Source: an optimization exercise on an open RTL-to-GDS flow (aim: small area, a short achievable clock period and few clock cycles). Production flows keep margins and buffers that such runs may drop. The RTL was checked by simulation tests, not by an equivalence proof against the original design. Power figures rest on the tool's default switching activity, not on a simulated workload.

===== flow/run.sh =====
#!/bin/bash
# The standard layout, with the port buffers inserted as the smallest
# buffer cell (the repair steps resize them where timing needs it).
set -euo pipefail
export BUFFER_PORTS_ARGS="-buffer_cell sky130_fd_sc_hd__buf_1"
bash standard.sh finish > standard_flow.log 2>&1

===== standard.sh =====
#!/bin/bash
# synth_recipe.tcl (not shown) runs the flow's synth.tcl, then flattens the netlist and writes it again
# the make line also repeats each setting of config.mk as NAME=value (left out here)
make -C /OpenROAD-flow-scripts/flow DESIGN_CONFIG=/design/flow/config.mk WORK_HOME=/design/flow/orfs CLKGATE_MAP_FILE= SYNTH_SCRIPT=/design/flow/synth_recipe.tcl "${@:-finish}"

===== config.mk =====
export PLATFORM = sky130hd
export DESIGN_NAME = pe_top
export DESIGN_NICKNAME = pe_top
export VERILOG_FILES = /design/flow/design.v
export SDC_FILE = /design/flow/constraint.sdc
export NUM_CORES = 4
export LEC_CHECK = 0
export ABC_AREA = 1
export CAP_MARGIN = 20
export CORE_MARGIN = 2
export CORE_UTILIZATION = 60
export CTS_BUF_LIST = sky130_fd_sc_hd__clkbuf_4 sky130_fd_sc_hd__clkbuf_8
export SETUP_SLACK_MARGIN = 3.3
export SLEW_MARGIN = 20

===== constraint.sdc =====
create_clock -name core_clock -period 7.0 [get_ports {CLK}]
set_input_delay 1.4000 -clock core_clock [delete_from_list [all_inputs] [get_ports {CLK}]]
set_output_delay 1.4000 -clock core_clock [all_outputs]
set_load 0.01 [all_outputs]

===== design.v =====
package pe_pkg;
  typedef logic signed [8-1:0]  opnd_t;     
  typedef logic signed [16-1:0]  prod_t;     
  typedef logic signed [32-1:0]   acc_t;      
  typedef logic signed [19-1:0]   pe_out_t;   
  typedef logic        [5-1:0] shift_t;    
  typedef struct packed {
    opnd_t   a;           
    opnd_t   b;           
    pe_out_t d;           
    logic    propagate;   
    shift_t  shift;       
  } pe_req_t;
  typedef struct packed {
    prod_t   prod_s;      
    prod_t   prod_c;      
    pe_out_t d;           
    logic    propagate;
    shift_t  shift;       
  } prod_beat_t;
  typedef struct packed {
    acc_t    drain_s;     
    acc_t    drain_c;     
    shift_t  shift;       
  } drain_beat_t;
endpackage
`timescale 1ns/10ps
module mac_pp
(
  input  logic [7:0]  a,
  input  logic [7:0]  b,
  output logic [35:0] pp
);
  logic pp_0_0;
  assign pp_0_0 = a[0] & b[0];
  logic pp_0_1;
  assign pp_0_1 = a[0] & b[1];
  logic pp_0_2;
  assign pp_0_2 = a[0] & b[2];
  logic pp_0_3;
  assign pp_0_3 = a[0] & b[3];
  logic pp_0_4;
  assign pp_0_4 = a[0] & b[4];
  logic pp_0_5;
  assign pp_0_5 = a[0] & b[5];
  logic pp_0_6;
  assign pp_0_6 = a[0] & b[6];
  logic pp_0_7;
  assign pp_0_7 = ~(a[0] & b[7]);
  logic pp_1_0;
  assign pp_1_0 = a[1] & b[0];
  logic pp_1_1;
  assign pp_1_1 = a[1] & b[1];
  logic pp_1_2;
  assign pp_1_2 = a[1] & b[2];
  logic pp_1_3;
  assign pp_1_3 = a[1] & b[3];
  logic pp_1_4;
  assign pp_1_4 = a[1] & b[4];
  logic pp_1_5;
  assign pp_1_5 = a[1] & b[5];
  logic pp_1_6;
  assign pp_1_6 = a[1] & b[6];
  logic pp_1_7;
  assign pp_1_7 = ~(a[1] & b[7]);
  logic pp_2_0;
  assign pp_2_0 = a[2] & b[0];
  logic pp_2_1;
  assign pp_2_1 = a[2] & b[1];
  logic pp_2_2;
  assign pp_2_2 = a[2] & b[2];
  logic pp_2_3;
  assign pp_2_3 = a[2] & b[3];
  logic pp_2_4;
  assign pp_2_4 = a[2] & b[4];
  logic pp_2_5;
  assign pp_2_5 = a[2] & b[5];
  logic pp_2_6;
  assign pp_2_6 = a[2] & b[6];
  logic pp_2_7;
  assign pp_2_7 = ~(a[2] & b[7]);
  logic pp_3_0;
  assign pp_3_0 = a[3] & b[0];
  logic pp_3_1;
  assign pp_3_1 = a[3] & b[1];
  logic pp_3_2;
  assign pp_3_2 = a[3] & b[2];
  logic pp_3_3;
  assign pp_3_3 = a[3] & b[3];
  logic pp_3_4;
  assign pp_3_4 = a[3] & b[4];
  logic pp_3_5;
  assign pp_3_5 = a[3] & b[5];
  logic pp_3_6;
  assign pp_3_6 = a[3] & b[6];
  logic pp_3_7;
  assign pp_3_7 = ~(a[3] & b[7]);
  logic pp_4_0;
  assign pp_4_0 = a[4] & b[0];
  logic pp_4_1;
  assign pp_4_1 = a[4] & b[1];
  logic pp_4_2;
  assign pp_4_2 = a[4] & b[2];
  logic pp_4_3;
  assign pp_4_3 = a[4] & b[3];
  logic pp_4_4;
  assign pp_4_4 = a[4] & b[4];
  logic pp_4_5;
  assign pp_4_5 = a[4] & b[5];
  logic pp_4_6;
  assign pp_4_6 = a[4] & b[6];
  logic pp_4_7;
  assign pp_4_7 = ~(a[4] & b[7]);
  logic pp_5_0;
  assign pp_5_0 = a[5] & b[0];
  logic pp_5_1;
  assign pp_5_1 = a[5] & b[1];
  logic pp_5_2;
  assign pp_5_2 = a[5] & b[2];
  logic pp_5_3;
  assign pp_5_3 = a[5] & b[3];
  logic pp_5_4;
  assign pp_5_4 = a[5] & b[4];
  logic pp_5_5;
  assign pp_5_5 = a[5] & b[5];
  logic pp_5_6;
  assign pp_5_6 = a[5] & b[6];
  logic pp_5_7;
  assign pp_5_7 = ~(a[5] & b[7]);
  logic pp_6_0;
  assign pp_6_0 = a[6] & b[0];
  logic pp_6_1;
  assign pp_6_1 = a[6] & b[1];
  logic pp_6_2;
  assign pp_6_2 = a[6] & b[2];
  logic pp_6_3;
  assign pp_6_3 = a[6] & b[3];
  logic pp_6_4;
  assign pp_6_4 = a[6] & b[4];
  logic pp_6_5;
  assign pp_6_5 = a[6] & b[5];
  logic pp_6_6;
  assign pp_6_6 = a[6] & b[6];
  logic pp_6_7;
  assign pp_6_7 = ~(a[6] & b[7]);
  logic pp_7_0;
  assign pp_7_0 = ~(a[7] & b[0]);
  logic pp_7_1;
  assign pp_7_1 = ~(a[7] & b[1]);
  logic pp_7_2;
  assign pp_7_2 = ~(a[7] & b[2]);
  logic pp_7_3;
  assign pp_7_3 = ~(a[7] & b[3]);
  logic pp_7_4;
  assign pp_7_4 = ~(a[7] & b[4]);
  logic pp_7_5;
  assign pp_7_5 = ~(a[7] & b[5]);
  logic pp_7_6;
  assign pp_7_6 = ~(a[7] & b[6]);
  logic pp_7_7;
  assign pp_7_7 = a[7] & b[7];
  logic zs0;
  logic zc0;
  assign zs0 = pp_0_6 ^ pp_1_5;
  assign zc0 = pp_0_6 & pp_1_5;
  logic zs1;
  logic zc1;
  assign zs1 = pp_0_7 ^ pp_1_6 ^ pp_2_5;
  assign zc1 = (pp_0_7 & pp_1_6) | (pp_0_7 & pp_2_5) | (pp_1_6 & pp_2_5);
  logic zs2;
  logic zc2;
  assign zs2 = pp_1_7 ^ pp_2_6 ^ pp_3_5;
  assign zc2 = (pp_1_7 & pp_2_6) | (pp_1_7 & pp_3_5) | (pp_2_6 & pp_3_5);
  logic zs3;
  logic zc3;
  assign zs3 = pp_2_7 ^ pp_3_6;
  assign zc3 = pp_2_7 & pp_3_6;
  logic zs4;
  logic zc4;
  assign zs4 = pp_0_4 ^ pp_1_3;
  assign zc4 = pp_0_4 & pp_1_3;
  logic zs5;
  logic zc5;
  assign zs5 = pp_0_5 ^ pp_1_4 ^ pp_2_3;
  assign zc5 = (pp_0_5 & pp_1_4) | (pp_0_5 & pp_2_3) | (pp_1_4 & pp_2_3);
  logic zs6;
  logic zc6;
  assign zs6 = zs0 ^ pp_2_4 ^ pp_3_3;
  assign zc6 = (zs0 & pp_2_4) | (zs0 & pp_3_3) | (pp_2_4 & pp_3_3);
  logic zs7;
  logic zc7;
  assign zs7 = zc0 ^ zs1 ^ pp_3_4;
  assign zc7 = (zc0 & zs1) | (zc0 & pp_3_4) | (zs1 & pp_3_4);
  logic zs8;
  logic zc8;
  assign zs8 = pp_4_3 ^ pp_5_2;
  assign zc8 = pp_4_3 & pp_5_2;
  logic zs9;
  logic zc9;
  assign zs9 = zc1 ^ zs2 ^ pp_4_4;
  assign zc9 = (zc1 & zs2) | (zc1 & pp_4_4) | (zs2 & pp_4_4);
  logic zs10;
  logic zc10;
  assign zs10 = pp_5_3 ^ pp_6_2 ^ pp_7_1;
  assign zc10 = (pp_5_3 & pp_6_2) | (pp_5_3 & pp_7_1) | (pp_6_2 & pp_7_1);
  logic zs11;
  logic zc11;
  assign zs11 = zc2 ^ zs3 ^ pp_4_5;
  assign zc11 = (zc2 & zs3) | (zc2 & pp_4_5) | (zs3 & pp_4_5);
  logic zs12;
  logic zc12;
  assign zs12 = pp_5_4 ^ pp_6_3;
  assign zc12 = pp_5_4 & pp_6_3;
  logic zs13;
  logic zc13;
  assign zs13 = zc3 ^ pp_3_7 ^ pp_4_6;
  assign zc13 = (zc3 & pp_3_7) | (zc3 & pp_4_6) | (pp_3_7 & pp_4_6);
  logic zs14;
  logic zc14;
  assign zs14 = pp_5_5 ^ pp_6_4;
  assign zc14 = pp_5_5 & pp_6_4;
  logic zs15;
  logic zc15;
  assign zs15 = pp_4_7 ^ pp_5_6 ^ pp_6_5;
  assign zc15 = (pp_4_7 & pp_5_6) | (pp_4_7 & pp_6_5) | (pp_5_6 & pp_6_5);
  logic zs16;
  logic zc16;
  assign zs16 = pp_0_3 ^ pp_1_2;
  assign zc16 = pp_0_3 & pp_1_2;
  logic zs17;
  logic zc17;
  assign zs17 = zs4 ^ pp_2_2 ^ pp_3_1;
  assign zc17 = (zs4 & pp_2_2) | (zs4 & pp_3_1) | (pp_2_2 & pp_3_1);
  logic zs18;
  logic zc18;
  assign zs18 = zc4 ^ zs5 ^ pp_3_2;
  assign zc18 = (zc4 & zs5) | (zc4 & pp_3_2) | (zs5 & pp_3_2);
  logic zs19;
  logic zc19;
  assign zs19 = zc5 ^ zs6 ^ pp_4_2;
  assign zc19 = (zc5 & zs6) | (zc5 & pp_4_2) | (zs6 & pp_4_2);
  logic zs20;
  logic zc20;
  assign zs20 = zc6 ^ zs7 ^ zs8;
  assign zc20 = (zc6 & zs7) | (zc6 & zs8) | (zs7 & zs8);
  logic zs21;
  logic zc21;
  assign zs21 = zc7 ^ zc8 ^ zs9;
  assign zc21 = (zc7 & zc8) | (zc7 & zs9) | (zc8 & zs9);
  logic zs22;
  logic zc22;
  assign zs22 = zc9 ^ zc10 ^ zs11;
  assign zc22 = (zc9 & zc10) | (zc9 & zs11) | (zc10 & zs11);
  logic zs23;
  logic zc23;
  assign zs23 = zc11 ^ zc12 ^ zs13;
  assign zc23 = (zc11 & zc12) | (zc11 & zs13) | (zc12 & zs13);
  logic zs24;
  logic zc24;
  assign zs24 = zc13 ^ zc14 ^ zs15;
  assign zc24 = (zc13 & zc14) | (zc13 & zs15) | (zc14 & zs15);
  logic zs25;
  logic zc25;
  assign zs25 = zc15 ^ pp_5_7 ^ pp_6_6;
  assign zc25 = (zc15 & pp_5_7) | (zc15 & pp_6_6) | (pp_5_7 & pp_6_6);
  logic zs26;
  logic zc26;
  assign zs26 = pp_0_2 ^ pp_1_1;
  assign zc26 = pp_0_2 & pp_1_1;
  logic zs27;
  logic zc27;
  assign zs27 = zs16 ^ pp_2_1 ^ pp_3_0;
  assign zc27 = (zs16 & pp_2_1) | (zs16 & pp_3_0) | (pp_2_1 & pp_3_0);
  logic zs28;
  logic zc28;
  assign zs28 = zc16 ^ zs17 ^ pp_4_0;
  assign zc28 = (zc16 & zs17) | (zc16 & pp_4_0) | (zs17 & pp_4_0);
  logic zs29;
  logic zc29;
  assign zs29 = zc17 ^ zs18 ^ pp_4_1;
  assign zc29 = (zc17 & zs18) | (zc17 & pp_4_1) | (zs18 & pp_4_1);
  logic zs30;
  logic zc30;
  assign zs30 = zc18 ^ zs19 ^ pp_5_1;
  assign zc30 = (zc18 & zs19) | (zc18 & pp_5_1) | (zs19 & pp_5_1);
  logic zs31;
  logic zc31;
  assign zs31 = zc19 ^ zs20 ^ pp_6_1;
  assign zc31 = (zc19 & zs20) | (zc19 & pp_6_1) | (zs20 & pp_6_1);
  logic zs32;
  logic zc32;
  assign zs32 = zc20 ^ zs21 ^ zs10;
  assign zc32 = (zc20 & zs21) | (zc20 & zs10) | (zs21 & zs10);
  logic zs33;
  logic zc33;
  assign zs33 = zc21 ^ zs22 ^ zs12;
  assign zc33 = (zc21 & zs22) | (zc21 & zs12) | (zs22 & zs12);
  logic zs34;
  logic zc34;
  assign zs34 = zc22 ^ zs23 ^ zs14;
  assign zc34 = (zc22 & zs23) | (zc22 & zs14) | (zs23 & zs14);
  logic zs35;
  logic zc35;
  assign zs35 = zc23 ^ zs24 ^ pp_7_4;
  assign zc35 = (zc23 & zs24) | (zc23 & pp_7_4) | (zs24 & pp_7_4);
  logic zs36;
  logic zc36;
  assign zs36 = zc24 ^ zs25 ^ pp_7_5;
  assign zc36 = (zc24 & zs25) | (zc24 & pp_7_5) | (zs25 & pp_7_5);
  logic zs37;
  logic zc37;
  assign zs37 = zc25 ^ pp_6_7 ^ pp_7_6;
  assign zc37 = (zc25 & pp_6_7) | (zc25 & pp_7_6) | (pp_6_7 & pp_7_6);
  assign pp[0] = pp_0_0;
  assign pp[1] = pp_0_1;
  assign pp[2] = pp_1_0;
  assign pp[3] = zs26;
  assign pp[4] = pp_2_0;
  assign pp[5] = zc26;
  assign pp[6] = zs27;
  assign pp[7] = zc27;
  assign pp[8] = zs28;
  assign pp[9] = zc28;
  assign pp[10] = zs29;
  assign pp[11] = pp_5_0;
  assign pp[12] = zc29;
  assign pp[13] = zs30;
  assign pp[14] = pp_6_0;
  assign pp[15] = zc30;
  assign pp[16] = zs31;
  assign pp[17] = pp_7_0;
  assign pp[18] = zc31;
  assign pp[19] = zs32;
  assign pp[20] = 1'b1;
  assign pp[21] = zc32;
  assign pp[22] = zs33;
  assign pp[23] = pp_7_2;
  assign pp[24] = zc33;
  assign pp[25] = zs34;
  assign pp[26] = pp_7_3;
  assign pp[27] = zc34;
  assign pp[28] = zs35;
  assign pp[29] = zc35;
  assign pp[30] = zs36;
  assign pp[31] = zc36;
  assign pp[32] = zs37;
  assign pp[33] = zc37;
  assign pp[34] = pp_7_7;
  assign pp[35] = 1'b1;
endmodule
module mac_acc
(
  input  logic [35:0] pp,
  input  logic [31:0] base,
  output logic [31:0] y
);
  logic ys0;
  logic yc0;
  assign ys0 = pp[9] ^ pp[10];
  assign yc0 = pp[9] & pp[10];
  logic ys1;
  logic yc1;
  assign ys1 = pp[12] ^ pp[13] ^ pp[14];
  assign yc1 = (pp[12] & pp[13]) | (pp[12] & pp[14]) | (pp[13] & pp[14]);
  logic ys2;
  logic yc2;
  assign ys2 = pp[15] ^ pp[16] ^ pp[17];
  assign yc2 = (pp[15] & pp[16]) | (pp[15] & pp[17]) | (pp[16] & pp[17]);
  logic ys3;
  logic yc3;
  assign ys3 = pp[18] ^ pp[19] ^ pp[20];
  assign yc3 = (pp[18] & pp[19]) | (pp[18] & pp[20]) | (pp[19] & pp[20]);
  logic ys4;
  logic yc4;
  assign ys4 = pp[21] ^ pp[22] ^ pp[23];
  assign yc4 = (pp[21] & pp[22]) | (pp[21] & pp[23]) | (pp[22] & pp[23]);
  logic ys5;
  logic yc5;
  assign ys5 = pp[24] ^ pp[25] ^ pp[26];
  assign yc5 = (pp[24] & pp[25]) | (pp[24] & pp[26]) | (pp[25] & pp[26]);
  logic ys6;
  logic yc6;
  assign ys6 = pp[27] ^ pp[28];
  assign yc6 = pp[27] & pp[28];
  logic ys7;
  logic yc7;
  assign ys7 = pp[29] ^ pp[30];
  assign yc7 = pp[29] & pp[30];
  logic ys8;
  logic yc8;
  assign ys8 = pp[31] ^ pp[32];
  assign yc8 = pp[31] & pp[32];
  logic ys9;
  logic yc9;
  assign ys9 = pp[33] ^ pp[34];
  assign yc9 = pp[33] & pp[34];
  logic ys10;
  logic yc10;
  assign ys10 = pp[1] ^ pp[2];
  assign yc10 = pp[1] & pp[2];
  logic ys11;
  logic yc11;
  assign ys11 = pp[3] ^ pp[4] ^ base[2];
  assign yc11 = (pp[3] & pp[4]) | (pp[3] & base[2]) | (pp[4] & base[2]);
  logic ys12;
  logic yc12;
  assign ys12 = pp[5] ^ pp[6] ^ base[3];
  assign yc12 = (pp[5] & pp[6]) | (pp[5] & base[3]) | (pp[6] & base[3]);
  logic ys13;
  logic yc13;
  assign ys13 = pp[7] ^ pp[8] ^ base[4];
  assign yc13 = (pp[7] & pp[8]) | (pp[7] & base[4]) | (pp[8] & base[4]);
  logic ys14;
  logic yc14;
  assign ys14 = ys0 ^ pp[11] ^ base[5];
  assign yc14 = (ys0 & pp[11]) | (ys0 & base[5]) | (pp[11] & base[5]);
  logic ys15;
  logic yc15;
  assign ys15 = yc0 ^ ys1 ^ base[6];
  assign yc15 = (yc0 & ys1) | (yc0 & base[6]) | (ys1 & base[6]);
  logic ys16;
  logic yc16;
  assign ys16 = yc1 ^ ys2 ^ base[7];
  assign yc16 = (yc1 & ys2) | (yc1 & base[7]) | (ys2 & base[7]);
  logic ys17;
  logic yc17;
  assign ys17 = yc2 ^ ys3 ^ base[8];
  assign yc17 = (yc2 & ys3) | (yc2 & base[8]) | (ys3 & base[8]);
  logic ys18;
  logic yc18;
  assign ys18 = yc3 ^ ys4 ^ base[9];
  assign yc18 = (yc3 & ys4) | (yc3 & base[9]) | (ys4 & base[9]);
  logic ys19;
  logic yc19;
  assign ys19 = yc4 ^ ys5 ^ base[10];
  assign yc19 = (yc4 & ys5) | (yc4 & base[10]) | (ys5 & base[10]);
  logic ys20;
  logic yc20;
  assign ys20 = yc5 ^ ys6 ^ base[11];
  assign yc20 = (yc5 & ys6) | (yc5 & base[11]) | (ys6 & base[11]);
  logic ys21;
  logic yc21;
  assign ys21 = yc6 ^ ys7 ^ base[12];
  assign yc21 = (yc6 & ys7) | (yc6 & base[12]) | (ys7 & base[12]);
  logic ys22;
  logic yc22;
  assign ys22 = yc7 ^ ys8 ^ base[13];
  assign yc22 = (yc7 & ys8) | (yc7 & base[13]) | (ys8 & base[13]);
  logic ys23;
  logic yc23;
  assign ys23 = yc8 ^ ys9 ^ base[14];
  assign yc23 = (yc8 & ys9) | (yc8 & base[14]) | (ys9 & base[14]);
  logic ys24;
  logic yc24;
  assign ys24 = yc9 ^ pp[35] ^ base[15];
  assign yc24 = (yc9 & pp[35]) | (yc9 & base[15]) | (pp[35] & base[15]);
  logic [15:0] r0, r1;
  logic [16:0] lo;
  assign r0 = {yc23, yc22, yc21, yc20, yc19, yc18, yc17, yc16, yc15, yc14, yc13, yc12, yc11, yc10, ys10, pp[0]};
  assign r1 = {ys24, ys23, ys22, ys21, ys20, ys19, ys18, ys17, ys16, ys15, ys14, ys13, ys12, ys11, base[1], base[0]};
  assign lo = {1'b0, r0} + {1'b0, r1};
  logic [1:0] kc;
  assign kc = {yc24, lo[16]};
  logic k0, k2;
  assign k0 = (kc == '0);
  always_comb begin
    k2 = 1'b0;
    for (int i = 0; i < 2; i++)
      for (int j = i + 1; j < 2; j++)
        k2 = k2 | (kc[i] & kc[j]);
  end
  logic [15:0] hi_inc, hi_dec, hi;
  assign hi_inc = base[31:16] + 16'd1;
  assign hi_dec = base[31:16] - 16'd1;
  assign hi = k2 ? hi_inc : (k0 ? hi_dec : base[31:16]);
  assign y = {hi, lo[15:0]};
endmodule
`timescale 1ns/10ps
module round_sat_stage
(
  input  logic signed [31:0] x,
  input  logic [4:0]         shift,
  output logic [18:0]        y
);
  logic [32:0] x0;
  logic [34:0] t16;
  logic [26:0] t8;
  logic [22:0] t4;
  logic [20:0] t2;
  logic [19:0] t1;
  logic        sticky;
  logic [13:0] above;      
  logic        hi_ok;      
  logic        rnd;
  logic [18:0] q;
  always_comb begin
    x0 = {x, 1'b0};
    for (int i = 0; i < 35; i++)
      t16[i] = shift[4] ? ((i + 16 < 33) ? x0[i+16] : x[31]) : ((i < 33) ? x0[i] : x[31]);
    for (int i = 0; i < 27; i++) t8[i] = shift[3] ? t16[i+8] : t16[i];
    for (int i = 0; i < 23; i++) t4[i] = shift[2] ? t8[i+4]  : t8[i];
    for (int i = 0; i < 21; i++) t2[i] = shift[1] ? t4[i+2]  : t4[i];
    for (int i = 0; i < 20; i++) t1[i] = shift[0] ? t2[i+1]  : t2[i];
    q = t1[19:1];
    sticky = (shift[4] && (|x0[15:0])) || (shift[3] && (|t16[7:0])) ||
             (shift[2] && (|t8[3:0]))  || (shift[1] && (|t4[1:0])) ||
             (shift[0] && t2[0]);
    above[13] = 1'b0;
    for (int k = 12; k >= 0; k--) above[k] = above[k+1] | (x[18+k] ^ x[31]);
    hi_ok = (shift >= 5'd14) ? 1'b1 : !above[shift[3:0]];
    rnd = t1[0] && (sticky || t1[1]);
    if (!hi_ok)
      y = x[31] ? 19'h40000 : 19'h3ffff;
    else if (rnd && q != 19'h3ffff)
      y = q + 19'd1;
    else
      y = q;
  end
endmodule
`timescale 1ns/10ps
module pe_top
(
  input  logic    CLK,
  input  logic    rst_n,
  input  logic    req_valid,
  output logic    req_ready,
  input  pe_pkg::opnd_t   req_a,
  input  pe_pkg::opnd_t   req_b,
  input  pe_pkg::pe_out_t req_d,
  input  logic    req_propagate,
  input  pe_pkg::shift_t  req_shift,
  output logic    res_valid,
  input  logic    res_ready,
  output pe_pkg::pe_out_t res
);
  localparam int PPW = 36;
  logic        v0;
  logic [PPW-1:0] pp0;      
  logic [PPW-1:0] pp_in;
  logic [18:0] d0;
  logic        f0;           
  logic [4:0]  s0;
  logic        last_prop;
  logic [31:0] acc;
  logic [18:0] pre;
  logic        slot;         
  logic        adv;          
  logic [31:0] base;
  logic [31:0] sum;
  logic [18:0] rs_y;
  assign slot      = !res_valid || res_ready;
  assign adv       = v0 && slot;
  assign req_ready = !v0 || slot;
  always_ff @(posedge CLK or negedge rst_n) begin
    if (!rst_n) begin
      v0        <= 1'b0;
      last_prop <= 1'b0;
    end else if (req_ready) begin
      v0 <= req_valid;
      if (req_valid) last_prop <= req_propagate;
    end
  end
  always_ff @(posedge CLK) begin
    if (req_ready) begin
      pp0 <= pp_in;
      d0 <= req_d;
      f0 <= req_propagate ^ last_prop;
      s0 <= req_shift;
    end
  end
  mac_pp pp_i (
    .a  (req_a),
    .b  (req_b),
    .pp (pp_in)
  );
  assign base = f0 ? {{13{pre[18]}}, pre} : acc;
  mac_acc mac_i (
    .pp   (pp0),
    .base (base),
    .y    (sum)
  );
  round_sat_stage round_i (
    .x     (acc),
    .shift (s0),
    .y     (rs_y)
  );
  always_ff @(posedge CLK or negedge rst_n) begin
    if (!rst_n) begin
      acc       <= '0;
      pre       <= '0;
      res_valid <= 1'b0;
    end else begin
      if (slot) res_valid <= v0;
      if (adv) begin
        acc <= sum;
        pre <= d0;
      end
    end
  end
  always_ff @(posedge CLK) begin
    if (slot) begin
      res <= f0 ? rs_y : pre;
    end
  end
endmodule

==> flow_summary_export.csv, run 1 <==
group,metric,value,unit
layout,synthToLayoutAreaGrowth,7.686,%
sta,maxSlewHeadroom,36.26,%
logic_synthesis,synth_top_family_by_area,"simple AND/OR/NAND/NOR gates",
cts,cts_tree,"yes",
logic_synthesis,yosysSeqAreaShare,34.38,%
logic_synthesis,synth_cells,1446,
worst_setup_path,crit_slowest_cell,"fa_2",
die,std_cell_rows,48,
global_route,grt.overflow.total,0,
cts,cts_buffer_depth,2,
sta,rsz0062_at_grt,"yes",
power_and_ir_drop,net-switching-power,2224,uW
sta,hold_violations,0,
power_and_ir_drop,combPwrFrac,56.9,%
die,dieArea,18990,um2
die,die_y,137.8,um
power_and_ir_drop,pwr_density_cell,399.8,nW/um2
sta,drv_slew,0,
cts,hold_buffers,0,
logic_synthesis,synth_edf_count,78,
route,vias_per_cell,5.629,
logic_synthesis,synthSimpleGateAreaFrac,32.05,%
route,routed_wl,27.91,mm
logic_synthesis,syn_area_per_cell,7.430,um2
sta,worst_pin_slew,0.9538,ns
route,drt_iter0_markers,884,
power_and_ir_drop,power_frac_seq,27.7,%
sta,period_needed,3.622,ns
global_route,antenna_found_initial,0,
power_and_ir_drop,p_int,2402,uW
die,ios,66,
status,status,"complete, no violations",
cts,clk_latency,0.46,ns
cts,clkTransAtPathRegs,0.08,ns
worst_setup_path,crit_fanout,8,
logic_synthesis,ys_warn_count,3,
power_and_ir_drop,clockPowerShare,15.4,%
global_route,grt.total_usage,30.70,%
global_route,grt_pass1_vias,8999,
sta,finClkSkew,0.01731,ns
worst_setup_path,critical-path-max-stage-delay,0.59,ns
die,coreArea,17420,um2
place,gp_congestion,0.9122,
place,port_buffers,65,
cts,cts-root-buf,"clkbuf_8",
layout,fin_area,11570,um2
worst_setup_path,worstPathRequired,7.19,ns
power_and_ir_drop,switching_share,48.07,%
job,drv_cap,0,
logic_synthesis,synth-seq-cells,132,
layout,drive_gt1_share,6.980,%
logic_synthesis,synth-xor-area-share,2.853,%
logic_synthesis,synthFlopType,"edfxtp_1",
place,place_area,10970,um2
logic_synthesis,synth-compound-area-share,7.139,%
global_route,grt_max_degree,72,
logic_synthesis,netlist_area,10740,um2
layout,fin_nets,1605,
die,die_w,137.8,um
worst_setup_path,cp_cell_sequence,"buf_1 > nand2_1 > fa_2 > fa_1 > fa_2 > fa_1",
route,vias,9654,
cts,cts.sinks,132,
die,start_util,61.69,%
worst_hold_path,hold_class,"reg -> reg",
worst_setup_path,critical_path_arrival,3.81,ns
route,ant_nets,0,
logic_synthesis,syn_nets,1574,
cts,cts-buffers-inserted,17,
worst_setup_path,cp-start-kind,"primary input",
route,wl_per_cell,16.27,um
logic_synthesis,synthMuxAreaShare,0.7453,%
place,dp_hpwl,20.70,mm
layout,diodes,0,
sta,setup_viol,0,
route,dr.pass1.iters,6,
logic_synthesis,ys_types,46,
logic_synthesis,async_flop_share,40.91,%
cts,cts_max_level,4,
power_and_ir_drop,ir_worst_vdd,0.2161,mV
sta,fin_setup_tns,0,ns
sta,max_clock_freq,0.2761,GHz
logic_synthesis,synthAdderAreaFrac,13.02,%
worst_setup_path,cp_num_buf_inv,1,
sta,fin_crit_sh,51.74,%
worst_setup_path,crit_family,"adder cells",
route,drc,0,
global_route,grt_pass1_wl,44.84,mm
worst_setup_path,crit_type,"in -> reg",
power_and_ir_drop,leakagePower,0.005745,uW
worst_setup_path,end_kind,"flop",
-- power by group through the flow --
| stage | Combinational (uW) | Sequential [uW] | Clock (uW) |
|---|---|---|---|
| floorplan | 2020 | 1220 | 0 |
| CTS | 2560 | 1280 | 728 |
| finish | 2630 | 1280 | 711 |
| global placement | 2470 | 1300 | 0 |
| global route | 3000 | 1310 | 756 |
| detailed placement | 2520 | 1300 | 0 |
-- tightest hold or removal path: stages, from the launching register on --
cell	delay (ns)
edfxtp_1	0.33
nand2_1	0.05
nand2_1	0.04
-- repair_timing --
| item | 4_1_cts | 5_1_grt |
|---|---|---|
| pin swaps | 1 | 2 |
| setup buffers | 2 | 8 |
| resized for setup | 9 | 22 |
| setup endpoints to repair | 32 | 50 |
| gates cloned | 0 | 2 |
-- cell families after synthesis --
family / Yosys count
AND/OR/NAND/NOR: 793
multiplexers: 8
flip-flops: 132
buffers and inverters: 252
XOR/XNOR: 35
AO/OA/AOI/OAI: 143
adder cells (fa/ha/maj): 83
-- flip-flops by register name, indices dropped and copies added, names as in the netlist --
name	flops
acc	32
mac_i.pp	34
f0	1
d0	19
s0	5
res_valid	1
res	19
v0	1
pre	19
last_prop	1
-- layout make-up --
type	instances	area (um2)
fill	1601	5847
timing repair buffer	84	409.1
sequential	132	3694
clock inverter	14	191.4
clock buffer	18	241.5
timing repair inverter	2	12.51
tap	225	281.5
inverter	178	690.7
multi-input combinational	1062	6050
-- cell usage in the layout, fill, tap and decap left out, drive strengths merged, types with 10 or more instances in the layout --
cell type,instances
nor2,71
o21ai,72
ha,35
clkbuf,19
nand2,455
xnor2,10
a21oi,52
edfxtp,78
dfrtp,54
nand3,229
xor2,25
fa,48
nand4,15
inv,183
nor3,14
buf,83
-- per-stage QoR --
| stage | hold slack (ns) | setup WS, ns | util (%) | instances | power [uW] |
|---|---|---|---|---|---|
| 6_report | 0.4480 | 3.378 | 66.43 | 1715 | 4626 |
| 5_1_grt | 0.4656 | 3.262 | 66.43 | 1715 | 5065 |
| 4_1_cts | 0.4486 | 3.206 | 65.68 | 1705 | 4570 |
| 3_5_place_dp | 0.4248 | 2.717 | 62.98 | 1671 | 3819 |
| 3_3_place_gp | 0.4220 | 2.757 | 62.98 | 1671 | 3773 |
| 2_1_floorplan | 0.4184 | 3.199 | - | 1446 | 3239 |
-- final timing paths --
check	from	to	slack (ns)	depth (start not counted)
max in group asynchronous	rst_n	pre[3]	5.45	2
setup reg to reg	f0	acc[19]	3.47	19
hold / removal	d0[13]	pre[13]	0.45	2
hold reg to reg	d0[13]	pre[13]	0.45	2
min in group asynchronous	rst_n	acc[27]	1.05	2
setup / recovery	req_a[1]	mac_i.pp[19]	3.38	6
-- routing by layer --
metal | track usage [%] | part of all wire, %
met5 | 0 | 0
met4 | 10.49 | 2.6
met1 | 41.30 | 42
met2 | 51.27 | 48
met3 | 4.231 | 6.5
-- cell usage after synthesis, types with 3 or more instances --
cell type / n / area, um2
inv_2: 6 / 22.52
nand3_1: 226 / 1131
o211ai_1: 6 / 45.04
a21oi_1: 51 / 255.2
nand2_1: 446 / 1674
ha_1: 35 / 437.9
mux2i_1: 8 / 80.08
nor3_1: 12 / 60.06
xor2_1: 25 / 219.0
o21ai_0: 60 / 300.3
o21ai_1: 10 / 50.05
or2_2: 6 / 37.54
buf_1: 4 / 15.01
dfrtp_1: 54 / 1351
a31oi_1: 4 / 25.02
xnor2_1: 10 / 87.58
clkbuf_1: 36 / 135.1
o22ai_1: 3 / 18.77
fa_1: 48 / 960.9
nor2_1: 66 / 247.7
edfxtp_1: 78 / 2342
nand2_2: 7 / 43.79
nand4_1: 15 / 93.84
buf_2: 21 / 105.1
buf_4: 4 / 30.03
buf_6: 7 / 78.83
inv_1: 170 / 638.1
Testbench counts, summed over its fixed seeds: cycles 12,016.
==> inputs of run 2 (changes only) <==
--- a/config.mk
+++ b/config.mk
@@ -10,5 +10,5 @@
 export CORE_MARGIN = 2
 export CORE_UTILIZATION = 60
 export CTS_BUF_LIST = sky130_fd_sc_hd__clkbuf_4 sky130_fd_sc_hd__clkbuf_8
-export SETUP_SLACK_MARGIN = 3.3
+export SETUP_SLACK_MARGIN = 3.5
 export SLEW_MARGIN = 20
==> flow_summary_export.csv, run 2 <==
group,metric,value,unit
worst_setup_path,crit_type,"in -> reg",
logic_synthesis,async_flop_share,40.91,%
worst_setup_path,critical-path-max-stage-delay,0.58,ns
worst_setup_path,cp_cell_sequence,"clkbuf_4 > nand2_1 > fa_2 > fa_1 > fa_2 > fa_1",
layout,mostFrequentLayoutCells,"nand2_1, nand3_1, inv_1",
global_route,grt.total_usage,31.33,%
global_route,grt_pass1_wl,45.40,mm
cts,clk_latency,0.48,ns
route,vias_per_cell,5.666,
logic_synthesis,synthFlopType,"edfxtp_1",
logic_synthesis,ys_warn_count,3,
logic_synthesis,ys_types,46,
layout,final_common_cell,"nand2_1",
logic_synthesis,synth_common_cells,"nand2_1, nand3_1, inv_1",
place,dp_hpwl,20.61,mm
route,wl_per_cell,16.69,um
power_and_ir_drop,clockPowerShare,13.3,%
route,vias,9836,
logic_synthesis,netlist_area,10740,um2
power_and_ir_drop,power_frac_seq,26.0,%
logic_synthesis,ys_top_cells_by_area,"edfxtp_1, nand2_1, dfrtp_1",
die,coreArea,17420,um2
sta,period_needed,3.454,ns
layout,synthToLayoutAreaGrowth,11.67,%
layout,post-route-util,68.89,%
status,status,"complete, no violations",
logic_synthesis,yosysSeqAreaShare,34.38,%
route,routed_wl,28.98,mm
logic_synthesis,syn_area_per_cell,7.430,um2
place,gp_congestion,0.9071,
logic_synthesis,synth_cells,1446,
cts,cts-buffers-inserted,17,
worst_setup_path,crit_fanout,8,
cts,cts_max_level,4,
layout,drive_gt1_share,10.32,%
worst_setup_path,critical_path_arrival,3.66,ns
cts,cts_tree,"yes",
worst_setup_path,end_kind,"flop",
sta,holdWs,0.4488,ns
cts,cts_buffer_depth,2,
sta,worst_pin_slew,0.9060,ns
sta,fin_setup_tns,0,ns
power_and_ir_drop,net-switching-power,2407,uW
die,dieArea,18990,um2
route,ant_nets,0,
power_and_ir_drop,pwr_density_cell,414.1,nW/um2
die,die_y,137.8,um
worst_setup_path,cp-start-kind,"primary input",
job,drv_cap,0,
global_route,grt_pass1_vias,9080,
cts,clkTransAtPathRegs,0.08,ns
power_and_ir_drop,ir_worst_vdd,0.2303,mV
worst_setup_path,cp_num_buf_inv,1,
route,dr.pass1.iters,7,
worst_setup_path,crit_slowest_cell,"fa_2",
sta,setup_viol,0,
sta,rsz0062_at_grt,"yes",
layout,largest_reg_flops,34,
power_and_ir_drop,leakagePower,0.005894,uW
sta,max_clock_freq,0.2895,GHz
place,port_buffers,65,
worst_setup_path,worstPathRequired,7.20,ns
logic_synthesis,yosysTopAreaCell,"edfxtp_1",
logic_synthesis,synth_most_common_cell,"nand2_1",
power_and_ir_drop,p_int,2561,uW
logic_synthesis,synth_top_area_share,21.80,%
die,start_util,61.69,%
route,drt_iter0_markers,846,
die,std_cell_rows,48,
cts,cts.sinks,132,
power_and_ir_drop,p_total,4968,uW
sta,fin_ws,3.546,ns
die,ios,66,
power_and_ir_drop,combPwrFrac,60.7,%
global_route,grt_max_degree,73,
global_route,antenna_found_initial,0,
layout,fin_nets,1626,
place,dpl_worst_slack,2.548,ns
power_and_ir_drop,switching_share,48.44,%
sta,finClkSkew,0.01728,ns
cts,cts-root-buf,"clkbuf_8",
global_route,grt.overflow.total,0,
sta,maxSlewHeadroom,39.46,%
worst_setup_path,crit_family,"adder cells",
logic_synthesis,syn_nets,1574,
layout,diodes,0,
sta,fin_crit_sh,49.35,%
sta,drv_slew,0,
logic_synthesis,synth-seq-cells,132,
sta,hold_violations,0,
die,die_w,137.8,um
worst_hold_path,hold_class,"reg -> reg",
route,drc,0,
logic_synthesis,synth_edf_count,78,
run 2: cell families (layout without fill, tap and decap cells):
group           count (synthesis)  in the layout  share of synthesized area, %
fa+ha+maj                      83             83                         13.02
flops                         132            132                         34.38
mux                             8              8                        0.7453
buf+inv                       252            316                         9.817
xor+xnor                       35             35                         2.853
simple gates                  793            794                         32.05
compound gates                143            143                         7.139
run 2: path summary, 6_finish.rpt:
kind	cells after the start	end	startpoint	slack, ns
max	6	mac_i.pp[19]	req_a[1]	3.55
min reg2reg	2	pre[18]	d0[18]	0.45
min in group asynchronous	2	acc[24]	rst_n	1.04
max reg2reg	19	acc[19]	f0	3.58
max in group asynchronous	2	acc[3]	rst_n	5.45
min	2	pre[18]	d0[18]	0.45
run 2: cell type report:
class | count | area (um2)
repair buffers | 102 | 654.4
well taps | 225 | 281.5
multi-input cells | 1063 | 6220
flip-flops and latches | 132 | 3695
repair inverters | 4 | 28.78
clock inverters | 15 | 175.2
fillers | 1497 | 5419
clock buffers | 17 | 234.0
inverters | 178 | 709.4
run 2: per-stage QoR:
step	cell area (um2)	cells
floorplan	10840	1446
global placement	10980	1671
detailed placement	10980	1671
CTS	11560	1714
global route	12000	1736
finish	12000	1736
run 2: metal layers:
metal	GRT usage (%)	routed length, um	vias to the layer above
met2	52.32	14160	361
met4	12.47	1086	0
met5	0	0	-
li1	-	-	4806
met3	5.740	1720	81
met1	40.46	12010	4588
run 2: power by group through the flow:
stage          sequential [uW]  clock (uW)  combinational, uW
2_1_floorplan             1220           0               2020
3_3_place_gp              1310           0               2470
3_5_place_dp              1310           0               2520
4_1_cts                   1280         672               2590
5_1_grt                   1310         701               3400
6_report                  1290         662               3010
run 2: worst min-delay path, delay by kind of cell (launching register included):
family,cells,cell delay (ns)
and+or+nand+nor,2,0.09
DFF,1,0.33
run 2: what timing repair did:
item | 4_1_cts | 5_1_grt
hold buffers | 0 | 0
resized for setup | 25 | 51
endpoints found under the hold margin | 0 | 0
setup buffers | 7 | 19
setup endpoints to repair | 47 | 60
pin swaps | 0 | 14
cloned | 4 | 3
==> inputs of run 3 (changes only) <==
--- a/config.mk
+++ b/config.mk
@@ -8,7 +8,7 @@
 export ABC_AREA = 1
 export CAP_MARGIN = 20
 export CORE_MARGIN = 2
-export CORE_UTILIZATION = 60
+export CORE_UTILIZATION = 70
 export CTS_BUF_LIST = sky130_fd_sc_hd__clkbuf_4 sky130_fd_sc_hd__clkbuf_8
 export SETUP_SLACK_MARGIN = 3.5
 export SLEW_MARGIN = 20
==> flow_summary_export.csv, run 3 <==
group,metric,value,unit
layout,drive_gt1_share,12.26,%
route,vias_per_cell,6.216,
die,start_util,71.20,%
global_route,grt_max_degree,72,
global_route,grt.overflow.total,0,
cts,cts.sinks,132,
sta,hold_violations,0,
layout,diodes,0,
worst_setup_path,cp_num_buf_inv,3,
global_route,grt.total_usage,35.43,%
global_route,top_usage_layer,"met2",
worst_hold_path,holdPathEnd,"pre[12]",
layout,final_common_cell,"nand2_1",
power_and_ir_drop,p_total,5242,uW
logic_synthesis,syn_nets,1574,
logic_synthesis,syn_area_per_cell,7.430,um2
route,dr.pass1.iters,8,
power_and_ir_drop,leakagePower,0.005897,uW
layout,post-route-util,79.97,%
global_route,grtUsageMet1,44.92,%
cts,cts_tree,"yes",
sta,worst_pin_slew,0.8843,ns
sta,finClkSkew,0.01596,ns
worst_setup_path,crit_type,"reg -> reg",
die,ios,66,
worst_setup_path,cp_cell_sequence,"clkbuf_16 > mux2i_1 > fa_1 > inv_1 > ha_4 > a21oi_1 > o21ai_2 > nand2_1 > nand2_2 > nand4_1 > nand3_4 > buf_4 > nand2_4 > o21ai_0 > a21oi_1 > xor2_1 > o21ai_0",
logic_synthesis,ys_top_cells_by_area,"edfxtp_1, nand2_1, dfrtp_1",
logic_synthesis,synthFlopType,"edfxtp_1",
worst_setup_path,cp-start-kind,"flop",
route,drc,0,
cts,cts_max_level,4,
cts,hold_buffers,0,
die,die_w,127.9,um
sta,fin_crit_sh,52.54,%
logic_synthesis,async_flop_share,40.91,%
logic_synthesis,netlist_area,10740,um2
die,dieArea,16360,um2
global_route,antenna_found_initial,0,
logic_synthesis,yosysTopAreaCell,"edfxtp_1",
sta,maxSlewHeadroom,40.98,%
job,drv_cap,0,
place,gp_congestion,0.9806,
worst_hold_path,min_from,"d0[12]",
layout,final_cells,1697,
worst_setup_path,worstPathRequired,7.30,ns
sta,fin_setup_tns,0,ns
worst_setup_path,crit_family,"adder cells",
layout,synthToLayoutAreaGrowth,12.31,%
worst_setup_path,crit_fanout,8,
sta,drv_slew,0,
die,die_y,127.9,um
die,std_cell_rows,45,
route,drt_iter0_markers,1430,
global_route,grtUsageMet2,59.83,%
logic_synthesis,yosysSeqAreaShare,34.38,%
worst_setup_path,critical_path_arrival,3.98,ns
place,port_buffers,65,
route,vias,10550,
worst_setup_path,ff2ff_path_depth,17,
worst_hold_path,hold_class,"reg -> reg",
worst_hold_path,whs_path_depth,2,
cts,cts-buffers-inserted,17,
status,status,"complete, no violations",
logic_synthesis,synth_top_area_share,21.80,%
logic_synthesis,synth_common_cells,"nand2_1, nand3_1, inv_1",
cts,cts_buffer_depth,2,
sta,rsz0062_at_grt,"yes",
logic_synthesis,ys_warn_count,3,
route,wl_per_cell,18.32,um
cts,clkTransAtPathRegs,0.09,ns
sta,period_needed,3.678,ns
die,coreArea,15090,um2
global_route,grt_pass1_wl,45.32,mm
route,routed_wl,31.09,mm
logic_synthesis,ys_types,46,
layout,largest_reg_flops,34,
cts,cts-root-buf,"clkbuf_8",
logic_synthesis,synth_most_common_cell,"nand2_1",
place,dp_hpwl,20.02,mm
layout,fin_nets,1624,
global_route,met3_usage,5.760,%
power_and_ir_drop,pwr_density_cell,434.4,nW/um2
worst_setup_path,r2r_slack,3.32,ns
logic_synthesis,synth_cells,1446,
sta,max_clock_freq,0.2719,GHz
worst_setup_path,reg2reg_to,"acc[19]",
worst_setup_path,end_kind,"flop",
place,dp_cells,1633,
route,ant_nets,0,
logic_synthesis,synth_edf_count,78,
power_and_ir_drop,ir_worst_vdd,0.3152,mV
layout,mostFrequentLayoutCells,"nand2_1, nand3_1, inv_1",
worst_setup_path,crit_slowest_cell,"edfxtp_1",
worst_setup_path,startpoint,"f0",
logic_synthesis,synth-seq-cells,132,
global_route,grt_pass1_vias,9412,
sta,setup_viol,0,
worst_setup_path,critical-path-max-stage-delay,0.55,ns
worst_setup_path,crit-reg2reg-launch,"f0",
cts,clk_latency,0.45,ns
run 3: cell counts after synthesis:
No cell type changed its count.
run 3: power breakdown:
part | internal (uW) | leakage (uW) | switching [uW]
logic | 1280 | 0.00424 | 2050
clock network | 260 | 0.000181 | 348
registers | 1080 | 0.00147 | 228
total | 2610 | 0.00590 | 2630
run 3: layout make-up:
class / instances / area [um2]
fill: 1011 / 3023
tap: 188 / 235.2
clock buffer: 17 / 234.0
inverter: 178 / 709.4
sequential: 132 / 3695
timing repair buffer: 102 / 699.4
multi-input combinational: 1062 / 6336
clock inverter: 15 / 137.6
timing repair inverter: 3 / 20.02
run 3: cell families after synthesis:
kind of cell,Yosys count,share of synthesized area [%]
mux,8,0.7453
flops,132,34.38
simple gates,793,32.05
xor+xnor,35,2.853
buf+inv,252,9.817
fa+ha+maj,83,13.02
compound gates,143,7.139
run 3: metrics by stage:
stage	area (um2)	hold slack (ns)	worst slack [ns]
after floorplan	10840	0.4184	3.199
after CTS	11480	0.4531	3.398
after detailed placement	10930	0.4256	2.809
after global placement	10930	0.4226	2.794
final	12070	0.4693	3.322
after global routing	12070	0.4835	3.141
run 3: worst reg2reg max path, cell delays in order (launching register included):
cell and delay, ns:
edfxtp_1 0.55, clkbuf_16 0.22, mux2i_1 0.26, fa_1 0.46, inv_1 0.13, ha_4 0.24, a21oi_1 0.22, o21ai_2 0.12
nand2_1 0.13, nand2_2 0.09, nand4_1 0.17, nand3_4 0.17, buf_4 0.19, nand2_4 0.10, o21ai_0 0.09, a21oi_1 0.16
xor2_1 0.15, o21ai_0 0.09
run 3: how the worst max path moves through the flow:
stage               slack (ns)           end  cells past startpoint
floorplan                 3.20  mac_i.pp[16]                      9
global placement          2.79       acc[30]                     17
detailed placement        2.81       acc[30]                     17
CTS                       3.40       acc[30]                     16
global route              3.14       acc[19]                     17
finish                    3.32       acc[19]                     17
run 3: timing repair:
item,CTS,global route
gates resized for setup,29,106
pin swaps,3,19
cloned,4,3
setup endpoints to repair,42,61
buffers inserted,4,21
run 3: metal layers:
metal  up-vias  share of wire [%]
li1       4795                  -
met1      4843                 36
met2       749                 48
met3       161                9.5
met4         0                5.9
met5         -                  0
==> inputs of run 4 (changes only) <==
==> flow/run.sh (replaced) <==
#!/bin/bash
# The standard layout (standard.sh) with two changes:
#  - synthesis is the standard flow's synthesis script with ABC's mapping script replaced
#    by flow/abc_map_area.script (area-oriented mapping); registers are the
#    same as the standard synthesis's;
#  - the port buffers are inserted as the smallest buffer cell (the repair
#    steps resize them where timing needs it).
set -euo pipefail
here=$(pwd)
export BUFFER_PORTS_ARGS="-buffer_cell sky130_fd_sc_hd__buf_1"
export MY_ABC_SCRIPT="$here/flow/abc_map_area.script"
bash standard.sh SYNTH_SCRIPT="$here/flow/synth.tcl" finish > standard_flow.log 2>&1
==> flow/abc_map_area.script (new file) <==
strash
dch
map -a
topo
stime -c
buffer -c
upsize -c
dnsize -c
==> flow/synth.tcl (new file) <==
# The standard flow's synthesis script (synth_recipe.tcl), with ABC's mapping script
# replaced by flow/abc_map_area.script: area-oriented mapping (map -a).
proc synth {args} { yosys synth -nofsm -noshare {*}$args }
proc abc {args} {
  set i [lsearch $args -script]
  if { $i >= 0 && [info exists ::env(MY_ABC_SCRIPT)] } {
    lset args [expr {$i + 1}] $::env(MY_ABC_SCRIPT)
  }
  yosys abc {*}$args
}
source $::env(SCRIPTS_DIR)/synth.tcl
# left out here: clear keep_hierarchy, flatten, clean up, hide names made inside functions, write 1_2_yosys.v
--- a/config.mk
+++ b/config.mk
@@ -8,7 +8,7 @@
 export ABC_AREA = 1
 export CAP_MARGIN = 20
 export CORE_MARGIN = 2
-export CORE_UTILIZATION = 70
+export CORE_UTILIZATION = 60
 export CTS_BUF_LIST = sky130_fd_sc_hd__clkbuf_4 sky130_fd_sc_hd__clkbuf_8
-export SETUP_SLACK_MARGIN = 3.5
+export SETUP_SLACK_MARGIN = 3.3
 export SLEW_MARGIN = 20
==> flow_summary_export.csv, run 4 <==
group,metric,value,unit
route,wl_per_cell,16.79,um
logic_synthesis,synth_cells,1164,
cts,cts-buffers-inserted,17,
route,routed_wl,24.96,mm
worst_setup_path,worstPathRequired,7.33,ns
cts,clkTransAtPathRegs,0.10,ns
layout,fin_nets,1385,
route,ant_nets,0,
global_route,grt_pass1_vias,7695,
worst_setup_path,r2r_slack,3.30,ns
logic_synthesis,syn_nets,1292,
place,port_buffers,65,
layout,fin_area,11260,um2
logic_synthesis,synth_common_cells,"nand2_1, inv_1, o21ai_0",
cts,cts_max_level,4,
sta,period_needed,3.696,ns
logic_synthesis,syn_area_per_cell,8.248,um2
power_and_ir_drop,combPwrFrac,58.4,%
worst_setup_path,cpMostUsedCell,"nand2_2",
global_route,grt_pass1_wl,38.76,mm
worst_setup_path,crit_type,"reg -> reg",
cts,hold_buffers,0,
global_route,antenna_found_initial,0,
worst_setup_path,cp-start-kind,"flop",
logic_synthesis,synth-compound-area-share,16.71,%
power_and_ir_drop,power_frac_seq,26.7,%
global_route,grt.total_usage,29.93,%
worst_setup_path,cp_num_buf_inv,3,
power_and_ir_drop,p_int,2456,uW
logic_synthesis,ys_top_cells_by_area,"edfxtp_1, dfrtp_1, fa_1",
logic_synthesis,async_flop_share,40.91,%
die,start_util,60.88,%
layout,mostFrequentLayoutCells,"nand2_1, inv_1, nor2_1",
sta,hold_violations,0,
place,gp_congestion,0.9298,
worst_setup_path,crit_fanout,6,
layout,largest_reg_flops,34,
sta,fin_setup_tns,0,ns
logic_synthesis,synth_most_common_cell,"nand2_1",
logic_synthesis,synthAdderAreaFrac,14.57,%
worst_setup_path,cp.depth,22,
worst_setup_path,crit_slowest_cell,"fa_1",
global_route,grt.overflow.total,0,
worst_setup_path,cp_cell_sequence,"fa_1 > inv_2 > fa_1 > inv_2 > ha_4 > a21oi_2 > nand2_2 > nand3_2 > nand2_2 > nand3_2 > nand2_2 > nand3_2 > a21oi_2 > o21ai_1 > nand2_2 > nand2_4 > clkinvlp_4 > nand2_1 > nor2_1 > a31oi_1 > xnor2_1 > o21ai_0",
layout,synthToLayoutAreaGrowth,17.28,%
power_and_ir_drop,switching_share,46.27,%
logic_synthesis,synth_top_area_share,24.40,%
logic_synthesis,synth_edf_count,78,
cts,clk_latency,0.47,ns
cts,cts-root-buf,"clkbuf_8",
cts,cts.sinks,132,
route,drt_iter0_markers,652,
die,std_cell_rows,46,
route,vias_per_cell,5.595,
sta,fin_crit_sh,52.80,%
sta,max_clock_freq,0.2706,GHz
sta,maxSlewHeadroom,45.72,%
logic_synthesis,synth_top_family_by_area,"simple AND/OR/NAND/NOR gates",
worst_hold_path,hold_class,"reg -> reg",
layout,drive_gt1_share,17.32,%
logic_synthesis,synthMuxAreaShare,1.160,%
worst_setup_path,ff2ff_path_depth,22,
worst_setup_path,startpoint,"mac_i.pp[17]",
die,die_y,130.5,um
sta,setup_viol,0,
logic_synthesis,synthFlopType,"edfxtp_1",
power_and_ir_drop,net-switching-power,2116,uW
power_and_ir_drop,ir_worst_vdd,0.2541,mV
die,ios,66,
layout,diodes,0,
cts,cts_tree,"yes",
cts,cts_buffer_depth,2,
layout,post-route-util,71.40,%
logic_synthesis,ys_types,53,
worst_setup_path,crit_family,"adder cells",
logic_synthesis,yosysSeqAreaShare,38.47,%
route,dr.pass1.iters,5,
global_route,grt_max_degree,61,
job,drv_cap,0,
worst_setup_path,end_kind,"flop",
logic_synthesis,ys_warn_count,3,
worst_setup_path,crit_end,"acc[31]",
worst_setup_path,critical_path_arrival,4.03,ns
die,coreArea,15770,um2
logic_synthesis,netlist_area,9600,um2
die,dieArea,17030,um2
logic_synthesis,synthSimpleGateAreaFrac,17.61,%
place,dp_hpwl,17.26,mm
sta,drv_slew,0,
status,status,"complete, no violations",
logic_synthesis,synth-seq-cells,132,
power_and_ir_drop,p_total,4572,uW
sta,finClkSkew,0.02128,ns
power_and_ir_drop,leakagePower,0.004945,uW
logic_synthesis,synth-xor-area-share,2.554,%
place,place_area,10010,um2
route,drc,0,
sta,rsz0062_at_grt,"yes",
logic_synthesis,yosysTopAreaCell,"edfxtp_1",
sta,worst_pin_slew,0.8142,ns
power_and_ir_drop,pwr_density_cell,406.1,nW/um2
route,vias,8314,
layout,final_common_cell,"nand2_1",
worst_setup_path,reg2reg_to,"acc[31]",
die,die_w,130.5,um
worst_setup_path,crit-reg2reg-launch,"mac_i.pp[17]",
worst_setup_path,critical-path-max-stage-delay,0.56,ns
power_and_ir_drop,clockPowerShare,14.9,%
==> run 4: changes by cell type after synthesis, moves of 6 or more <==
cell,change
nand2_1,-212
o21ai_0,+58
nand3_1,-193
nand4_1,-8
inv_1,-14
o21ai_1,+34
nor2_1,+43
or2_2,-6
a22oi_1,+19
buf_2,-7
==> run 4: how the worst min path moves through the flow <==
stage,end,startpoint,slack (ns),cells after the start
after global routing,pre[14],d0[14],0.49,2
after global placement,pre[15],d0[15],0.44,2
after detailed placement,pre[11],d0[11],0.44,2
after floorplan,pre[0],d0[0],0.43,2
final,pre[14],d0[14],0.46,2
after CTS,pre[14],d0[14],0.46,2
==> run 4: through the flow <==
stage                     hold slack, ns  setup WS, ns  std cells
after floorplan                   0.4297         3.108       1164
after detailed placement          0.4438         2.337       1404
after CTS                         0.4600         3.299       1458
after global placement            0.4361         2.461       1404
final                             0.4556         3.304       1486
after global routing              0.4919         3.087       1486
==> run 4: final cells by class <==
cell class,count,area [um2]
multi-input combinational,816,5464
tap,216,270.3
timing repair inverter,2,15.01
clock inverter,15,182.7
clock buffer,17,234.0
timing repair buffer,121,728.2
sequential,132,3695
inverter,167,670.6
fill,1276,4511
==> run 4: kinds of logic after synthesis <==
logic type	Yosys count
compound gates	281
xor+xnor	28
fa+ha+maj	83
buf+inv	217
flops	132
mux	11
simple gates	412
==> run 4: what timing repair did <==
action,4_1_cts,5_1_grt
setup buffers,21,25
gates resized for setup,26,105
gates cloned,1,3
endpoints found under the setup margin,39,38
pin swaps,11,42
==> run 4: power groups by stage <==
| stage | clock (uW) | sequential [uW] | combinational, uW |
|---|---|---|---|
| final | 683 | 1220 | 2670 |
| after global routing | 722 | 1250 | 2980 |
| after floorplan | 0 | 1180 | 1640 |
| after CTS | 693 | 1210 | 2320 |
| after global placement | 0 | 1240 | 2010 |
| after detailed placement | 0 | 1250 | 2040 |
==> run 4: worst min-delay path, stage by stage (launching register included) <==
cell and delay (ns):
edfxtp_1 0.33, nand2_1 0.04, o21ai_0 0.06
==> run 4: layer usage <==
metal  vias up  routed length (um)  GRT usage (%)  share of wire (%)
met3        43                1446          4.397                5.8
met2       259               11970          47.82                 48
met5         -                   0              0                  0
met4         0                 548          11.26                2.2
li1       4049                   -              -                  -
met1      3963               10990          41.79                 44
==> inputs of run 5 (changes only) <==
--- a/config.mk
+++ b/config.mk
@@ -10,5 +10,5 @@
 export CORE_MARGIN = 2
 export CORE_UTILIZATION = 60
 export CTS_BUF_LIST = sky130_fd_sc_hd__clkbuf_4 sky130_fd_sc_hd__clkbuf_8
-export SETUP_SLACK_MARGIN = 3.3
+export SETUP_SLACK_MARGIN = 3.5
 export SLEW_MARGIN = 20
==> flow_summary_export.csv, run 5 <==
group,metric,value,unit
route,ant_nets,0,
layout,fin_area,11830,um2
route,drc,0,
die,die_w,130.5,um
worst_setup_path,crit_type,"reg -> reg",
place,dp_hpwl,17.55,mm
logic_synthesis,yosysSeqAreaShare,38.47,%
die,std_cell_rows,46,
logic_synthesis,synth_most_common_cell,"nand2_1",
sta,max_clock_freq,0.2720,GHz
layout,diodes,0,
layout,mostFrequentLayoutCells,"nand2_1, inv_1, nor2_1",
sta,fin_setup_tns,0,ns
sta,rsz0062_at_grt,"yes",
layout,final_common_cell,"nand2_1",
global_route,grt_pass1_wl,40.70,mm
sta,drv_slew,0,
global_route,grt.overflow.total,0,
route,vias,8717,
route,routed_wl,26.54,mm
die,start_util,60.88,%
layout,synthToLayoutAreaGrowth,23.24,%
layout,fill_cells,1229,
sta,period_needed,3.676,ns
logic_synthesis,synthFlopType,"edfxtp_1",
logic_synthesis,netlist_area,9600,um2
power_and_ir_drop,p_total,4710,uW
worst_setup_path,end_kind,"flop",
sta,finClkSkew,0.01630,ns
job,drv_cap,0,
sta,maxSlewHeadroom,51.71,%
global_route,antenna_found_initial,0,
cts,cts-buffers-inserted,17,
cts,clk_latency,0.47,ns
route,drt_iter0_markers,675,
route,dr.pass1.iters,5,
power_and_ir_drop,ir_worst_vdd,0.2914,mV
power_and_ir_drop,leakagePower,0.005207,uW
place,place_area,10150,um2
die,ios,66,
logic_synthesis,synth_edf_count,78,
logic_synthesis,ys_types,53,
global_route,grt.total_usage,31.42,%
logic_synthesis,yosysTopAreaCell,"edfxtp_1",
layout,largest_reg_flops,34,
place,port_buffers,65,
logic_synthesis,synth_common_cells,"nand2_1, inv_1, o21ai_0",
layout,post-route-util,75.02,%
logic_synthesis,async_flop_share,40.91,%
die,dieArea,17030,um2
cts,cts_buffer_depth,2,
route,wl_per_cell,17.47,um
cts,cts_max_level,4,
worst_setup_path,critical_path_arrival,4.01,ns
logic_synthesis,ys_top_cells_by_area,"edfxtp_1, dfrtp_1, fa_1",
worst_setup_path,crit_fanout,4,
sta,hold_violations,0,
worst_setup_path,worstPathRequired,7.33,ns
worst_setup_path,cp-start-kind,"flop",
die,die_y,130.5,um
layout,fin_nets,1418,
logic_synthesis,synth_cells,1164,
route,vias_per_cell,5.739,
power_and_ir_drop,pwr_density_cell,398.1,nW/um2
cts,cts-root-buf,"clkbuf_8",
logic_synthesis,syn_area_per_cell,8.248,um2
logic_synthesis,synth_top_area_share,24.40,%
cts,clkTransAtPathRegs,0.09,ns
worst_hold_path,hold_class,"reg -> reg",
global_route,grt_max_degree,57,
cts,cts.sinks,132,
layout,drive_gt1_share,22.18,%
cts,cts_tree,"yes",
global_route,grt_pass1_vias,7866,
logic_synthesis,syn_nets,1292,
logic_synthesis,synth-seq-cells,132,
sta,fin_crit_sh,52.52,%
die,coreArea,15770,um2
place,gp_congestion,0.9174,
sta,setup_viol,0,
sta,worst_pin_slew,0.7243,ns
logic_synthesis,ys_warn_count,3,
status,status,"complete, no violations",
## run 5: cell counts after synthesis
No cell type changed its count.
## run 5: cells by family after synthesis
logic type,after synthesis,share of synthesized area [%]
muxes,11,1.160
DFF,132,38.47
AOI/OAI and AO/OA,281,16.71
buffers and inverters,217,8.927
and+or+nand+nor,412,17.61
xor gates and xnor gates,28,2.554
adders and majority gates,83,14.57
## run 5: worst paths after layout
check | from | endpoint | slack, ns | depth (start not counted)
setup / recovery | f0 | acc[15] | 3.32 | 24
hold / removal | d0[10] | pre[10] | 0.47 | 2
setup reg to reg | f0 | acc[15] | 3.32 | 24
hold reg to reg | d0[10] | pre[10] | 0.47 | 2
max in group asynchronous | rst_n | acc[31] | 5.40 | 2
min in group asynchronous | rst_n | pre[16] | 1.07 | 2
## run 5: area by class of cell
type | instances | area [um2] | share of cell area, %
Multi-Input combinational cell | 815 | 5577 | 47.13
Tap cell | 216 | 270.3 | 2.284
Clock buffer | 18 | 247.7 | 2.094
Inverter | 167 | 700.7 | 5.922
Timing Repair Buffer | 153 | 1136 | 9.602
Timing Repair inverter | 4 | 25.02 | 0.2115
Clock inverter | 14 | 180.2 | 1.523
Sequential cell | 132 | 3695 | 31.23
## run 5: critical path: stages, from the launching register on
cell	delay, ns
edfxtp_1	0.43
buf_4	0.17
nand2_2	0.06
o21ai_2	0.06
fa_1	0.48
ha_4	0.31
nand3_1	0.08
nand2_1	0.09
and2_4	0.15
nor2_1	0.04
nor2_1	0.14
o21a_1	0.17
nor2_1	0.05
nor2_1	0.15
nor2_2	0.07
o31ai_2	0.26
nand3_1	0.12
nand2_2	0.09
nand3_1	0.08
nand2_2	0.08
a21oi_1	0.06
nor2_1	0.10
nor2_1	0.06
xor2_1	0.14
o21ai_0	0.09
## run 5: timing repair
action / CTS / global route
resized for setup: 90 / 78
setup buffers: 52 / 23
endpoints found under the setup margin: 45 / 44
cloned: 9 / 1
hold buffers: 0 / 0
pin swaps: 26 / 34
## run 5: power by group
part	total [uW]	switching, uW	leakage, uW	internal, uW
Clock	705	358	0.000221	347
Combinational	2780	1610	0.00353	1170
Sequential	1220	170	0.00146	1050
Total	4710	2140	0.00521	2570
## run 5: per-layer routing
layer / vias up / part of all wire (%) / track usage, %
met2: 371 / 47 / 48.99
li1: 4115 / - / -
met4: 0 / 3.9 / 13.89
met5: - / 0 / 0
met1: 4162 / 43 / 43.36
met3: 69 / 6.4 / 5.741
## run 5: through the flow
stage,hold WS [ns],setup WS (ns),instances
floorplan,0.4297,3.108,1164
global placement,0.4333,2.686,1402
detailed placement,0.4467,2.517,1402
CTS,0.4664,3.394,1495
global route,0.4964,3.105,1519
finish,0.4656,3.324,1519
==> inputs of run 6 (changes only) <==
--- a/config.mk
+++ b/config.mk
@@ -10,5 +10,5 @@
 export CORE_MARGIN = 2
 export CORE_UTILIZATION = 60
 export CTS_BUF_LIST = sky130_fd_sc_hd__clkbuf_4 sky130_fd_sc_hd__clkbuf_8
-export SETUP_SLACK_MARGIN = 3.5
+export SETUP_SLACK_MARGIN = 3.1
 export SLEW_MARGIN = 20
==> flow_summary_export.csv, run 6 <==
group,metric,value,unit
cts,cts-buffers-inserted,17,
cts,cts_max_level,4,
worst_hold_path,whs_path_depth,2,
sta,holdWs,0.4647,ns
cts,cts-root-buf,"clkbuf_8",
global_route,grt_pass1_vias,7500,
sta,max_clock_freq,0.2642,GHz
logic_synthesis,synth-seq-cells,132,
worst_setup_path,crit_fanout,7,
worst_setup_path,crit_type,"reg -> reg",
route,drt_iter0_markers,837,
route,wl_per_cell,16.49,um
die,die_w,130.5,um
worst_setup_path,cp-start-kind,"flop",
status,status,"complete, no violations",
logic_synthesis,syn_nets,1292,
die,die_y,130.5,um
logic_synthesis,netlist_area,9600,um2
layout,synthToLayoutAreaGrowth,12.39,%
power_and_ir_drop,pwr_density_cell,386.4,nW/um2
global_route,grt.total_usage,28.74,%
cts,clk_latency,0.48,ns
cts,clkTransAtPathRegs,0.09,ns
sta,fin_setup_tns,0,ns
place,dp_hpwl,16.98,mm
die,ios,66,
logic_synthesis,synth_common_cells,"nand2_1, inv_1, o21ai_0",
layout,mostFrequentLayoutCells,"nand2_1, inv_1, o21ai_0",
logic_synthesis,ys_types,53,
logic_synthesis,ys_warn_count,3,
layout,drive_gt1_share,11.34,%
power_and_ir_drop,net-switching-power,1939,uW
route,routed_wl,24.21,mm
logic_synthesis,yosysTopAreaCell,"edfxtp_1",
worst_hold_path,hold_class,"reg -> reg",
sta,period_needed,3.784,ns
logic_synthesis,ys_top_cells_by_area,"edfxtp_1, dfrtp_1, fa_1",
worst_setup_path,worstPathRequired,7.34,ns
power_and_ir_drop,ir_worst_vdd,0.2395,mV
layout,fin_nets,1367,
worst_setup_path,critical_path_arrival,4.13,ns
route,ant_nets,0,
layout,largest_reg_flops,34,
worst_hold_path,min_from,"d0[16]",
sta,finClkSkew,0.01882,ns
power_and_ir_drop,power_frac_seq,29.3,%
route,drc,0,
die,std_cell_rows,46,
route,dr.pass1.iters,14,
power_and_ir_drop,switching_share,46.50,%
die,dieArea,17030,um2
worst_setup_path,r2r_slack,3.22,ns
layout,diodes,0,
sta,maxSlewHeadroom,46.48,%
die,start_util,60.88,%
place,dp_cells,1404,
place,port_buffers,65,
worst_setup_path,crit-reg2reg-launch,"f0",
cts,cts_tree,"yes",
logic_synthesis,synth_most_common_cell,"nand2_1",
logic_synthesis,async_flop_share,40.91,%
power_and_ir_drop,p_int,2231,uW
sta,worst_pin_slew,0.8028,ns
route,vias_per_cell,5.618,
logic_synthesis,yosysSeqAreaShare,38.47,%
job,drv_cap,0,
route,vias,8247,
cts,cts.sinks,132,
worst_setup_path,end_kind,"flop",
global_route,grt.overflow.total,0,
die,coreArea,15770,um2
run 6: power by group through the flow:
stage	Combinational, uW	Sequential, uW	Clock [uW]
floorplan	1620	1180	0
finish	2320	1220	633
detailed placement	2030	1250	0
global placement	2000	1240	0
global route	2630	1240	668
CTS	2110	1210	641
run 6: area by class of cell:
type                    count  area, um2
inverters                 167      649.4
well taps                 216      270.3
clock inverters            14      132.6
fillers                  1340       4980
multi-input cells         816       5218
clock buffers              18      247.7
flip-flops and latches    132       3695
repair inverters            1      7.507
repair buffers            104      570.5
run 6: cells by family after synthesis:
logic type      after synthesis  synth area share (%)
compound gates              281                 16.71
buf+inv                     217                 8.927
fa+ha+maj                    83                 14.57
simple gates                412                 17.61
xor+xnor                     28                 2.554
mux                          11                 1.160
flops                       132                 38.47
run 6: path summary, 6_finish.rpt:
kind                           end
max                        acc[23]
min                        pre[16]
max reg2reg                acc[23]
min reg2reg                pre[16]
max in group asynchronous   pre[4]
min in group asynchronous  pre[17]
run 6: routing by layer:
metal  GRT usage [%]  vias to the layer above  share of wire, %
li1                -                     4009                 -
met1           40.22                     3900                44
met5               0                        -                 0
met3           5.375                       40               6.9
met2           44.55                      298                47
met4           11.70                        0               2.0
run 6: timing repair:
| action | CTS | global route |
|---|---|---|
| hold buffers | 0 | 0 |
| gates resized for setup | 10 | 45 |
| setup endpoints to repair | 38 | 30 |
| cloned | 1 | 2 |
| buffers inserted | 13 | 16 |
| pin swaps | 2 | 11 |
| hold endpoints to repair | 0 | 0 |
run 6: critical path, stage by stage, from the launching register on:
cell and delay [ns]:
edfxtp_1 0.46, buf_4 0.18, nor2_2 0.11, a21oi_2 0.04, fa_1 0.53, ha_4 0.22, a21oi_1 0.21, nand2_2 0.10
nand3_1 0.10, nand2_2 0.07, nand3_1 0.08, nand2_2 0.06, nand3_1 0.09, nand2_2 0.07, nand3_1 0.09, nand2_2 0.07
nand3_2 0.08, a21oi_2 0.07, o21ai_2 0.13, nand2_2 0.11, nand2_4 0.12, buf_4 0.19, nor2_1 0.07, a21oi_2 0.12
xor2_1 0.17, o21ai_0 0.09
run 6: metrics by stage:
| stage | utilization, % | total power [uW] | setup slack (ns) | instance area, um2 |
|---|---|---|---|---|
| finish | 68.42 | 4170 | 3.216 | 10790 |
| global route | 68.42 | 4546 | 2.919 | 10790 |
| CTS | 66.56 | 3970 | 3.047 | 10500 |
| detailed placement | 63.28 | 3275 | 2.095 | 9980 |
| global placement | 63.28 | 3243 | 2.214 | 9980 |
| floorplan | - | 2803 | 3.108 | 9625 |

Setup slack of run 6, layout unchanged: 3.216 ns with ideal ports, 3.216 ns with driving cells assumed (clock clkbuf_16, inputs buf_2), 2.853 ns with port delays also shifted by the 0.505 ns mid clock arrival.
